This design comes from an exercise in tuning for small area on the open sky130 flow, not from production work. The RTL was checked by simulation tests, not by an equivalence proof against the original design. Power is estimated from default activity; no workload was simulated.

--- design.v ---
package mips_rtype_pkg;
  localparam logic [5:0] OP_RTYPE = 6'b000000;
  localparam logic [5:0] F_SLL  = 6'h00;
  localparam logic [5:0] F_SRL  = 6'h02;
  localparam logic [5:0] F_ADD  = 6'h20;
  localparam logic [5:0] F_ADDU = 6'h21;
  localparam logic [5:0] F_SUB  = 6'h22;
  localparam logic [5:0] F_SUBU = 6'h23;
  localparam logic [5:0] F_AND  = 6'h24;
  localparam logic [5:0] F_OR   = 6'h25;
  localparam logic [5:0] F_NOR  = 6'h27;
  localparam logic [5:0] F_SLTU = 6'h2B;
  typedef enum logic [2:0] {
    ALU_ADD = 3'b000,
    ALU_SUB = 3'b001,
    ALU_AND = 3'b010,
    ALU_OR  = 3'b011,
    ALU_NOR = 3'b100,
    ALU_SRL = 3'b101,
    ALU_SLL = 3'b110,
    ALU_XOR = 3'b111
  } alu_op_t;
  typedef struct packed {
    logic sum_cout;
    logic sub_borrow;
    logic zero;
    logic sum_ovf;
    logic sub_ovf;
  } alu_flags_t;
endpackage
import mips_rtype_pkg::*;
module alu32
(
  input  logic [31:0] a,
  input  logic [31:0] b,
  input  mips_rtype_pkg::alu_op_t     ctrl,
  input  logic        arith,
  output logic [31:0] y,
  output mips_rtype_pkg::alu_flags_t flags
);
  logic [32:0] sum, diff;
  logic [31:0] srl_y;
  assign sum   = {1'b0, a} + {1'b0, b};
  assign diff  = {1'b0, a} - {1'b0, b};
  assign srl_y = arith ? $unsigned($signed(a) >>> b[4:0]) : a >> b[4:0];
  always_comb
    case (ctrl)
      ALU_ADD: y = sum[31:0];
      ALU_SUB: y = diff[31:0];
      ALU_AND: y = a & b;
      ALU_OR:  y = a | b;
      ALU_NOR: y = ~(a | b);
      ALU_SRL: y = srl_y;
      ALU_SLL: y = a << b[4:0];
      default: y = a ^ b;
    endcase
  assign flags.sum_cout   = sum[32];
  assign flags.sub_borrow = diff[32];
  assign flags.zero       = (y == '0);
  assign flags.sum_ovf    = (a[31] == b[31]) && (sum[31] != a[31]);
  assign flags.sub_ovf    = (a[31] != b[31]) && (diff[31] != a[31]);
endmodule
import mips_rtype_pkg::*;
module control_unit
(
  input  logic [5:0] opcode,
  input  logic [5:0] funct,
  output mips_rtype_pkg::alu_op_t    alu_ctrl,
  output logic       shift,
  output logic       sltu,
  output logic       reg_write
);
  logic known;
  always_comb begin
    alu_ctrl = ALU_ADD;
    shift    = 1'b0;
    sltu     = 1'b0;
    known    = 1'b1;
    case (funct)
      F_ADD, F_ADDU: alu_ctrl = ALU_ADD;
      F_SUB, F_SUBU: alu_ctrl = ALU_SUB;
      F_AND:         alu_ctrl = ALU_AND;
      F_OR:          alu_ctrl = ALU_OR;
      F_NOR:         alu_ctrl = ALU_NOR;
      F_SLTU: begin
        alu_ctrl = ALU_SUB;
        sltu     = 1'b1;
      end
      F_SLL: begin
        alu_ctrl = ALU_SLL;
        shift    = 1'b1;
      end
      F_SRL: begin
        alu_ctrl = ALU_SRL;
        shift    = 1'b1;
      end
      default: known = 1'b0;
    endcase
    reg_write = known && (opcode == OP_RTYPE);
  end
endmodule
module mips_registers (
  input  logic        clk,
  input  logic        rst_n,
  input  logic [4:0]  ra,
  input  logic [4:0]  rb,
  input  logic        we,
  input  logic [4:0]  wa,
  input  logic [31:0] wd,
  output logic [31:0] da,
  output logic [31:0] db
);
  logic [31:0] regs [0:31];
  always_ff @(posedge clk or negedge rst_n)
    if (!rst_n)
      for (int i = 0; i < 32; i++) regs[i] <= '0;
    else if (we && wa != 5'd0)
      regs[wa] <= wd;
  assign da = (ra == 5'd0) ? '0 : regs[ra];
  assign db = (rb == 5'd0) ? '0 : regs[rb];
endmodule
import mips_rtype_pkg::*;
module mips_rtype_datapath
(
  input  logic        clk,
  input  logic        rst_n,
  input  logic [31:0] instruction,
  output logic [31:0] result
);
  mips_rtype_pkg::alu_op_t alu_ctrl;
  mips_rtype_pkg::alu_flags_t flags;
  logic        shift, sltu, reg_write;
  logic [31:0] rs_data, rt_data, a, b, y;
  control_unit u_ctrl (
    .opcode    (instruction[31:26]),
    .funct     (instruction[5:0]),
    .alu_ctrl  (alu_ctrl),
    .shift     (shift),
    .sltu      (sltu),
    .reg_write (reg_write)
  );
  mips_registers u_regs (
    .clk   (clk),
    .rst_n (rst_n),
    .ra    (instruction[25:21]),
    .rb    (instruction[20:16]),
    .we    (reg_write),
    .wa    (instruction[15:11]),
    .wd    (result),
    .da    (rs_data),
    .db    (rt_data)
  );
  assign a = shift ? rt_data : rs_data;
  assign b = shift ? {27'b0, instruction[10:6]} : rt_data;
  alu32 u_alu (
    .a     (a),
    .b     (b),
    .ctrl  (alu_ctrl),
    .arith (1'b0),
    .y     (y),
    .flags (flags)
  );
  assign result = !reg_write ? '0 : sltu ? {31'b0, flags.sub_borrow} : y;
endmodule
--- run.sh ---
#!/bin/bash
# synth_recipe.tcl (not shown) runs the flow's synth.tcl, then flattens the netlist and writes it again
# the make line also repeats each setting of config.mk as NAME=value (left out here)
make -C /OpenROAD-flow-scripts/flow DESIGN_CONFIG=/design/flow/config.mk WORK_HOME=/design/flow/orfs CLKGATE_MAP_FILE= SYNTH_SCRIPT=/design/flow/synth_recipe.tcl finish
--- config.mk ---
export PLATFORM = sky130hd
export DESIGN_NAME = mips_rtype_datapath
export DESIGN_NICKNAME = mips_rtype_datapath
export VERILOG_FILES = /design/flow/design.v
export SDC_FILE = /design/flow/constraint.sdc
export NUM_CORES = 4
export LEC_CHECK = 0
export CAP_MARGIN = 20
export CORE_MARGIN = 2
export CORE_UTILIZATION = 30
export SETUP_SLACK_MARGIN = 0.3
export SLEW_MARGIN = 20
--- constraint.sdc ---
create_clock -name core_clock -period 12.0 [get_ports {clk}]
set_input_delay 2.4000 -clock core_clock [delete_from_list [all_inputs] [get_ports {clk}]]
set_output_delay 2.4000 -clock core_clock [all_outputs]
set_load 0.01 [all_outputs]
==> impl_metrics.json <==
{
  "status": "no timing/DRC/antenna violations",
  "worstSetupEndpointType": "output pin",
  "yosysMostFrequentCell": "dfrtp_1",
  "min_from": "u_regs.regs[13][15]$_DFFE_PN0P_",
  "antenna_left": 0,
  "p_leak_uw": 0.0340,
  "cts_root_buf": "clkbuf_16",
  "numPortBuffers": 65,
  "fin_nets": 7284,
  "synth_cell_type_count": 113,
  "initial_core_util_pct": 30.2,
  "yosysTopAreaCell": "dfrtp_1",
  "synth-edff-count": 0,
  "rr_worst_depth": 25,
  "grt.overflow.total": 0,
  "vias_per_cell": 7.05,
  "cp-start-kind": "input pin",
  "clk_latency_ns": 0.85,
  "routed-via-count": 70400,
  "final_cells": 9987,
  "row_count": 165,
  "die_h_um": 456,
  "hold_depth": 2,
  "worst_path_most_repeated_cell": "buf_4",
  "die_w_um": 456,
  "synthCells": 6825,
  "syn_avg_cell_area_um2": 8.98,
  "synth_top_cell_area_share_pct": 40.5,
  "cp_top_family": "compound AO/OA/AOI/OAI gates",
  "hold_path_class": "reg2reg",
  "cts_buffers": 117,
  "ys_top_cells_by_area": "dfrtp_1, a22oi_1, and3_1",
  "power.density_nw_per_um2": 113,
  "synth_ff_type": "dfrtp_1",
  "yosysWarnings": 4,
  "place_area_um2": 69700,
  "htreeDepth": 3,
  "synth_fa_ha_area_share_pct": 2.07,
  "cts_buffer_depth": 3,
  "hold_violations": 0,
  "die-area_um2": 208000,
  "rrSetupSlack_ns": 4.99,
  "r2r_start": "u_regs.regs[15][2]$_DFFE_PN0P_",
  "core_area_um2": 203000,
  "syn_area_um2": 61300,
  "async_reset_ff_share_pct": 100,
  "finClkSkew_ns": 0.103,
  "firstDrtPassIters": 8,
  "cap_violations": 0,
  "rsz0062_at_grt": "false",
  "detailed_place_hpwl_um": 333000,
  "drtIter0Drc": 12500,
  "peakVddDrop_mv": 0.115,
  "syn_to_final_growth_pct": 22.6,
  "ys_ff_latch": 992,
  "synth_xor_area_share_pct": 0.657,
  "period_share_pct": 97.5,
  "cp_data_required_time_ns": 9.60,
  "cts_tree": "yes",
  "antenna_found_initial": 76,
  "relSlewSlack_pct": 10.3,
  "grt_pass1_wl_um": 629000,
  "holdPathEnd": "u_regs.regs[13][15]$_DFFE_PN0P_",
  "path_buf_inv": 10,
  "grt_max_degree": 160,
  "largest_reg_flops": 992,
  "crit_fanout": 11,
  "worstMarginPinSlew_ns": 1.34,
  "yosys.area_share.simple_pct": 18.8,
  "path_clk_slew_ns": 0.07,
  "design_power_total_uw": 8490,
  "cp_slowest_stage_delay_ns": 0.53,
  "pin_count": 66,
  "synthMuxAreaShare_pct": 7.66,
  "wirelength_um": 481000,
  "fmaxAchievable_mhz": 85.5,
  "yosys-top-cells-count": "dfrtp_1, nand2_1, o21ai_0",
  "cp.arrival_ns": 9.30,
  "fin_hold_ws_ns": 0.500,
  "criticalPathCategory": "in2out",
  "synth_top_family_by_area": "compound AO/OA/AOI/OAI gates",
  "setup_viol_count_final": 0,
  "dp.cells": 9653,
  "place.gp.congestion": 1.06,
  "clock_sinks": 992,
  "reg_top3": "u_regs.regs x992",
  "drive_gt1_share_pct": 22.4,
  "grt.total_usage_pct": 44.6,
  "top_register": "u_regs.regs",
  "yosysSeqAreaShare_pct": 40.5,
  "syn_nets": 6959,
  "crit_slowest_cell": "clkdlybuf4s50_1",
  "drc": 0,
  "cts.hold.buffers_added": 0,
  "wl_per_cell_um": 48.1,
  "rr_endpoint": "u_regs.regs[14][25]$_DFFE_PN0P_",
  "grt_pass1_vias": 64500,
  "period_minus_slack_ns": 11.70,
  "synth_compound_area_share_pct": 24.9,
  "finalInstanceArea_um2": 75100,
  "drv_slew": 0
}
-- per-layer routing --
metal,GRT usage (%),up-vias,share of wire [%]
met3,17.3,1800,13
met1,57.0,35800,39
li1,-,26500,-
met2,61.6,6319,40
met4,30.0,22,8.4
met5,0,-,0.066
-- worst min-delay path, delay by kind of cell (launching register included) --
family	cells	cell delay [ns]
flip-flops	1	0.35
AO/OA/AOI/OAI	1	0.06
AND/OR/NAND/NOR	1	0.05
-- logic make-up (layout without fill, tap and decap cells) --
kind of cell | after synthesis | after routing
mux | 408 | 408
other cells | 0 | 67
compound gates | 2208 | 2208
simple gates | 2290 | 2291
buf+inv | 781 | 1203
fa+ha+maj | 100 | 100
flops | 992 | 992
xor+xnor | 46 | 46
-- placed cells by master (no fill, tap or decap), drive strengths merged, types with 98 or more instances in the layout --
| master | n |
|---|---|
| a21oi | 152 |
| and3 | 543 |
| nand3 | 138 |
| nor2 | 323 |
| o21ai | 681 |
| inv | 124 |
| dfrtp | 992 |
| mux2 | 297 |
| a22o | 119 |
| nand4 | 135 |
| ha | 98 |
| a2111oi | 173 |
| a22oi | 470 |
| buf | 815 |
| clkbuf | 152 |
| nand2 | 803 |
| mux2i | 100 |
-- worst max path at each step --
stage / startpoint / end / cells after the start
final: instruction[16] / result[30] / 27
after global routing: instruction[24] / result[25] / 27
after CTS: instruction[22] / result[0] / 27
after detailed placement: instruction[16] / result[0] / 26
after global placement: instruction[16] / result[0] / 26
after floorplan: instruction[18] / result[31] / 27
-- cell type report --
| class | count | area, um^2 |
|---|---|---|
| diodes | 67 | 168 |
| clock buffers | 149 | 3210 |
| clock inverters | 68 | 1040 |
| fillers | 20800 | 128000 |
| inverters | 120 | 455 |
| multi-input cells | 5053 | 34500 |
| flip-flops and latches | 992 | 24800 |
| well taps | 2672 | 3340 |
| repair buffers | 866 | 7640 |
-- power by group --
part / total, uW / switching [uW] / internal, uW
Combinational: 1090 / 811 / 280
Sequential: 3350 / 2.07 / 3350
Clock: 4050 / 1700 / 2350
-- metrics by stage --
stage | setup TNS (ns) | setup slack (ns) | util [%]
after global placement | -2.31 | -0.670 | 34.3
after detailed placement | -1.25 | -0.606 | 34.4
after global routing | 0 | 0.296 | 37.0
final | 0 | 0.301 | 37.1
after CTS | 0 | 0.152 | 36.6
after floorplan | 0 | 1.70 | -
-- repair_timing --
item                                    CTS  global route
resized for setup                        41           100
gates cloned                              0             1
pin swaps                                 4            24
endpoints found under the setup margin   15            16
setup buffers                             7            41

## separate check: timing with driven ports
The results above use ideal ports. As a check the final layout listed here was re-extracted and re-timed, cells and wires unchanged. Step 1, drivers: a clkbuf_16 drives clk and a buf_2 each remaining input, both assumed. Step 2 also shifts input and output timing later by t, the mid clock arrival at the registers, as if the neighbouring blocks saw the same clock. Three values: ideal ports, drivers, drivers and shift; two values: the first two.
shift t [ns]: 0.888
slack for setup (ns): 0.301 / 0.280 / 0.280
latest minus earliest clock arrival (ns): 0.104 / 0.103
After both steps this run still meets setup and hold. The setup slack of this run moves by -0.021 ns with the drivers and by -0.021 ns with both steps.
